Source: an optimization exercise on an open RTL-to-GDS flow (aim: small area, a short achievable clock period and few clock cycles per item). Production flows keep margins and buffers that such runs may drop.
Function was checked by simulation only, so behaviour that the tests miss may differ from the original.
The clock port is modelled as an ideal driver, which makes a skipped or thinned clock tree look cheaper than it is; a real chip needs a root buffer or a tree.
No activity file was given, so power comes from the tool's default toggle rates.

## tcp_segment_header_parse_check
module tcp_segment_header_parse_check (
  input  logic        clk,
  input  logic        rst_n,
  input  logic        push,
  output logic        full,
  input  logic [7:0]  in_data_byte,
  input  logic        in_last_byte,
  input  logic [31:0] in_src_ip,
  input  logic [31:0] in_dst_ip,
  output logic        empty,
  input  logic        pop,
  output logic [2:0]  out_status,
  output logic [15:0] out_source_port,
  output logic [15:0] out_dest_port,
  output logic [31:0] out_seq_number,
  output logic [31:0] out_ack_number,
  output logic [5:0]  out_header_bytes,
  output logic [7:0]  out_flag_bits,
  output logic [15:0] out_window_size,
  output logic [15:0] out_checksum_field,
  output logic [15:0] out_urgent_pointer,
  output logic [15:0] out_data_length
);
  logic         full_r, calc_r, fill_r, zap_r, empty_r;
  logic         recv, show;
  logic         take;
  logic [16:0]  count_r;
  logic         past20_r;
  logic         long_r;
  logic [159:0] hdr_r;         
  logic [15:0]  acc_a_r, acc_b_r;    
  logic [15:0]  ip_c_r, ip_d_r;      
  logic [2:0]   status_r;
  logic [5:0]   hbytes;
  assign recv   = !full_r;
  assign show   = !empty_r;
  assign take   = push && recv;
  assign hbytes = {hdr_r[63:60], 2'b00};
  logic [7:0] hdr_in;
  logic       hdr_wr;
  assign hdr_wr = !show && !past20_r;
  assign hdr_in = recv ? in_data_byte : 8'h00;
  for (genvar i = 0; i < 20; i++) begin : g_hdr
    always_ff @(posedge clk) begin
      if (hdr_wr && count_r == 17'(i)) hdr_r[159-8*i -: 8] <= hdr_in;
    end
  end
  logic        at19;
  logic        go_fill;
  logic        long_now;
  logic        pre_ok;
  assign at19    = !past20_r && (count_r == 17'd19);
  assign go_fill = !past20_r && (count_r < 17'd19);
  ...
==> module tcp_segment_header_parse_check, before the edit <==
module tcp_segment_header_parse_check (
  input  logic        clk,
  input  logic        rst_n,
  input  logic        push,
  output logic        full,
  input  logic [7:0]  in_data_byte,
  input  logic        in_last_byte,
  input  logic [31:0] in_src_ip,
  input  logic [31:0] in_dst_ip,
  output logic        empty,
  input  logic        pop,
  output logic [2:0]  out_status,
  output logic [15:0] out_source_port,
  output logic [15:0] out_dest_port,
  output logic [31:0] out_seq_number,
  output logic [31:0] out_ack_number,
  output logic [5:0]  out_header_bytes,
  output logic [7:0]  out_flag_bits,
  output logic [15:0] out_window_size,
  output logic [15:0] out_checksum_field,
  output logic [15:0] out_urgent_pointer,
  output logic [15:0] out_data_length
);
  logic         full_r, calc_r, fill_r, zap_r, empty_r;
  logic         recv, show;
  logic         take;
  logic [16:0]  count_r;
  logic         past20_r;
  logic         long_r;
  logic [159:0] hdr_r;         
  logic [15:0]  acc_a_r, acc_b_r;    
  logic [15:0]  ip_c_r, ip_d_r;      
  logic [2:0]   status_r;
  logic [5:0]   hbytes;
  assign recv   = !full_r;
  assign show   = !empty_r;
  assign take   = push && recv;
  assign hbytes = {hdr_r[63:60], 2'b00};
  logic [7:0] hdr_in;
  logic       hdr_wr;
  assign hdr_wr = !show && !past20_r;
  assign hdr_in = recv ? in_data_byte : 8'h00;
  for (genvar i = 0; i < 20; i++) begin : g_hdr
    always_ff @(posedge clk) begin
      if (hdr_wr && count_r == 17'(i)) hdr_r[159-8*i -: 8] <= hdr_in;
    end
  end
  logic        at19;
  logic        go_fill;
  logic        long_now;
  logic        pre_ok;
  assign at19    = !past20_r && (count_r == 17'd19);
  assign go_fill = !past20_r && (count_r < 17'd19);
  assign long_now = long_r || (past20_r && !count_r[16] && (&count_r[15:6]) &&
                               ({1'b0, count_r[5:2]} + {1'b0, hbytes[5:2]} >= 5'd16));
  logic [16:0] count_step, count_idle;
  assign count_step = at19 ? (17'd20 - {11'd0, hbytes}) : (count_r + 17'd1);
  always_comb begin
    if (show && pop)                                      count_idle = '0;
    else if ((calc_r || fill_r) && go_fill)               count_idle = count_r + 17'd1;
    else if (((calc_r || fill_r) && !pre_ok) || zap_r)    count_idle = '0;
    else                                                  count_idle = count_r;
  end
  always_ff @(posedge clk) begin
    if (!rst_n) count_r <= '0;
    else        count_r <= take ? count_step : count_idle;
  end
  always_ff @(posedge clk) begin
    if (!rst_n || (show && pop)) begin
      past20_r <= 1'b0;
      long_r   <= 1'b0;
    end else begin
      long_r <= long_now;
      if (take && at19) past20_r <= 1'b1;
    end
  end
  logic        even;
  logic [15:0] w;
  logic [15:0] acc_s, acc_m;
  assign even = !count_r[0];
  assign w[15:8] = (take && even) ? in_data_byte : 8'h00;
  assign w[7:0]  = (take && !even) ? in_data_byte
                                   : {6'b0, take && even && !in_last_byte, take && even && in_last_byte};
  assign acc_s = acc_a_r ^ acc_b_r ^ w;
  assign acc_m = (acc_a_r & acc_b_r) | (acc_a_r & w) | (acc_b_r & w);
  always_ff @(posedge clk) begin
    if (!rst_n || show) begin
      acc_a_r <= 16'd6;
      acc_b_r <= 16'd0;
    end else begin
      acc_a_r <= acc_s;
      acc_b_r <= {acc_m[14:0], acc_m[15]};
    end
  end
  logic [15:0] p_s, p_m, p_s2, p_m2;
  assign p_s  = in_src_ip[31:16] ^ in_src_ip[15:0] ^ in_dst_ip[31:16];
  assign p_m  = (in_src_ip[31:16] & in_src_ip[15:0]) | (in_src_ip[31:16] & in_dst_ip[31:16]) |
                (in_src_ip[15:0] & in_dst_ip[31:16]);
  assign p_s2 = p_s ^ {p_m[14:0], p_m[15]} ^ in_dst_ip[15:0];
  assign p_m2 = (p_s & {p_m[14:0], p_m[15]}) | (p_s & in_dst_ip[15:0]) |
                ({p_m[14:0], p_m[15]} & in_dst_ip[15:0]);
  always_ff @(posedge clk) begin
    ip_c_r <= p_s2;
    ip_d_r <= {p_m2[14:0], p_m2[15]};
  end
  logic [15:0] f_s, f_m, f_x, f_y, f_s2, f_m2;
  logic        sum_ok;
  assign f_s  = acc_a_r ^ acc_b_r ^ ip_c_r;
  assign f_m  = (acc_a_r & acc_b_r) | (acc_a_r & ip_c_r) | (acc_b_r & ip_c_r);
  assign f_s2 = f_s ^ {f_m[14:0], f_m[15]} ^ ip_d_r;
  assign f_m2 = (f_s & {f_m[14:0], f_m[15]}) | (f_s & ip_d_r) | ({f_m[14:0], f_m[15]} & ip_d_r);
  assign f_x  = f_s2;
  assign f_y  = {f_m2[14:0], f_m2[15]};
  assign sum_ok = (&(f_x ^ f_y)) || ((f_x == f_y) && ((&f_x) || !(|f_x)));
  logic [2:0] status_nxt;
  logic       bad_off;
  assign bad_off = (hbytes < 6'd20) || (count_r[16] && !long_now);
  always_comb begin
    if (!past20_r)    status_nxt = 3'd1;
    else if (bad_off) status_nxt = 3'd2;
    else if (long_now) status_nxt = 3'd3;
    else if (!sum_ok) status_nxt = 3'd4;
    else              status_nxt = 3'd0;
  end
  assign pre_ok = past20_r && !bad_off && !long_now;
  always_ff @(posedge clk) begin
    if (calc_r) status_r <= status_nxt;
  end
  logic calc_nxt, fill_nxt, zap_nxt, show_nxt;
  assign calc_nxt = take && in_last_byte;
  assign fill_nxt = (calc_r || fill_r) && go_fill;
  assign zap_nxt  = calc_r && pre_ok && !sum_ok;
  assign show_nxt = ((calc_r || fill_r) && !go_fill && !zap_nxt) || zap_r || (show && !pop);
  always_ff @(posedge clk) begin
    if (!rst_n) begin
      full_r  <= 1'b0;
      calc_r  <= 1'b0;
      fill_r  <= 1'b0;
      zap_r   <= 1'b0;
      empty_r <= 1'b1;
    end else begin
      full_r  <= calc_nxt || fill_nxt || zap_nxt || show_nxt;
      calc_r  <= calc_nxt;
      fill_r  <= fill_nxt;
      zap_r   <= zap_nxt;
      empty_r <= !show_nxt;
    end
  end
  assign full  = full_r;
  assign empty = empty_r;
  assign out_status         = status_r;
  assign out_source_port    = hdr_r[159 -: 16];
  assign out_dest_port      = hdr_r[143 -: 16];
  assign out_seq_number     = hdr_r[127 -: 32];
  assign out_ack_number     = hdr_r[95 -: 32];
  assign out_header_bytes   = hbytes;
  assign out_flag_bits      = hdr_r[55 -: 8];
  assign out_window_size    = hdr_r[47 -: 16];
  assign out_checksum_field = hdr_r[31 -: 16];
  assign out_urgent_pointer = hdr_r[15 -: 16];
  assign out_data_length    = count_r[15:0];
endmodule
==> flow/config.mk <==
export PLATFORM = sky130hd
export DESIGN_NAME = tcp_segment_header_parse_check
export DESIGN_NICKNAME = tcp_segment_header_parse_check
export VERILOG_FILES = /design/flow/design.v
export SDC_FILE = /design/flow/constraint.sdc
export NUM_CORES = 4
export LEC_CHECK = 0
export CAP_MARGIN = 20
export CORE_MARGIN = 2
export CORE_UTILIZATION = 60
export SLEW_MARGIN = 20
==> flow/constraint.sdc <==
create_clock -name core_clock -period 11.0 [get_ports {clk}]
set_input_delay 2.2000 -clock core_clock [delete_from_list [all_inputs] [get_ports {clk}]]
set_output_delay 2.2000 -clock core_clock [all_outputs]
set_load 0.01 [all_outputs]
standard.sh (not shown) runs the stock make flow with config.mk's settings and CLKGATE_MAP_FILE= SYNTH_SCRIPT=/design/flow/synth_recipe.tcl, a recipe that flattens the netlist after the stock synthesis.
==> flow/flow/run.sh <==
#!/bin/bash
# Layout flow: the standard flow (standard.sh: ORFS synthesis to final layout), with
#  - one buf_1 on every input and output port instead of ORFS's default port buffer;
#  - clock tree synthesis without dummy loads, clkbuf_8 leaf buffers in clusters of up to 16
#    sinks, and the H-tree's middle buffer level removed after CTS (flatten_clock.tcl), so
#    every register's clock passes through the root buffer and one leaf buffer;
#  - the resizer's setup repair asked for extra slack (SETUP_SLACK_MARGIN), so that it also
#    works on paths that already meet the 11 ns constraint. The SDC itself is unchanged.
# make's output goes to standard.log here; ORFS keeps each step's full log under orfs/logs.
here=$(pwd)
export BUFFER_PORTS_ARGS="-buffer_cell sky130_fd_sc_hd__buf_1"
export CTS_ARGS="-sink_clustering_enable -repair_clock_nets -dont_use_dummy_load -sink_clustering_size 16 -sink_clustering_max_diameter 50 -buf_list sky130_fd_sc_hd__clkbuf_8 -root_buf sky130_fd_sc_hd__clkbuf_16"
export POST_CTS_TCL="$here/flow/flatten_clock.tcl"
export SETUP_SLACK_MARGIN=7.7
bash standard.sh > standard.log 2>&1
==> flow/flow/flatten_clock.tcl <==
# Drop the H-tree's middle level of clock buffers, so the root buffer drives the leaf
# buffers directly: every register's clock still passes through exactly two buffers.
set block [ord::get_db_block]
set removed 0
foreach inst [$block getInsts] {
  set name [$inst getName]
  if { ![string match "clkbuf_1_*" $name] } { continue }
  set in_net [[$inst findITerm A] getNet]
  set out_net [[$inst findITerm X] getNet]
  foreach it [$out_net getITerms] {
    if { [$it getInst] != $inst } {
      $it disconnect
      $it connect $in_net
    }
  }
  odb::dbInst_destroy $inst
  odb::dbNet_destroy $out_net
  incr removed
}
puts "flatten_clock: removed $removed middle clock buffers"
estimate_parasitics -placement
Testbench counts at the start, summed over its fixed seeds: cycles 60,017, bytes 58,469.
Edit:
--- a/flow/design.v
+++ b/flow/design.v
@@ -41,19 +41,19 @@
   logic       hdr_wr;
   assign hdr_wr = !show && !past20_r;
   assign hdr_in = recv ? in_data_byte : 8'h00;
   for (genvar i = 0; i < 20; i++) begin : g_hdr
     always_ff @(posedge clk) begin
-      if (hdr_wr && count_r == 17'(i)) hdr_r[159-8*i -: 8] <= hdr_in;
+      if (hdr_wr && count_r[4:0] == 5'(i)) hdr_r[159-8*i -: 8] <= hdr_in;
     end
   end
   logic        at19;
   logic        go_fill;
   logic        long_now;
   logic        pre_ok;
-  assign at19    = !past20_r && (count_r == 17'd19);
-  assign go_fill = !past20_r && (count_r < 17'd19);
+  assign at19    = !past20_r && (count_r[4:0] == 5'd19);
+  assign go_fill = !past20_r && (count_r[4:0] < 5'd19);
   assign long_now = long_r || (past20_r && !count_r[16] && (&count_r[15:6]) &&
                                ({1'b0, count_r[5:2]} + {1'b0, hbytes[5:2]} >= 5'd16));
   logic [16:0] count_step, count_idle;
   assign count_step = at19 ? (17'd20 - {11'd0, hbytes}) : (count_r + 17'd1);
   always_comb begin
Worst hold slack loses 11 ps; synthesized area decreases by about 0.3%; fmax barely changes; final area goes up by about 0.45%; synthesized cell count shrinks by about 2.7%; die area is lower by 0.31%; routed wire length shrinks by 3.2%; global-route usage is lower by 1.2 points; total power barely changes.
Testbench counts after the change, summed over its fixed seeds: cycles 60,017, bytes 58,469.

==> afterwards: timing with drivers on the ports <==
How much do the figures lean on ideal ports? The routed layouts below were timed once more, with nothing changed but the port constraints.
Step 1 assumes that a clkbuf_16 drives the clock port and a buf_2 every other input.
Step 2 adds t to the input delays and takes it off the output delays; t is the mean of the earliest and latest rising clock arrival at the registers after step 1. Input paths then give back, and output paths get back, about the clock's delay inside the block.
Slacks: ideal ports / drivers / drivers and shift; pairs: ideal ports / drivers.
| run | shift t [ns] | setup slack, ns | latest minus earliest clock arrival (ns) |
|---|---|---|---|
| the first run | 0.458 | 7.731 / 7.708 / 7.294 | 0.041 / 0.041 |
| the second run | 0.460 | 7.739 / 7.730 / 7.278 | 0.042 / 0.042 |
After both steps every run listed still meets setup and hold. For the second run, which loses most, drivers alone change the setup slack by -0.009 ns; drivers and shift together by -0.461 ns.
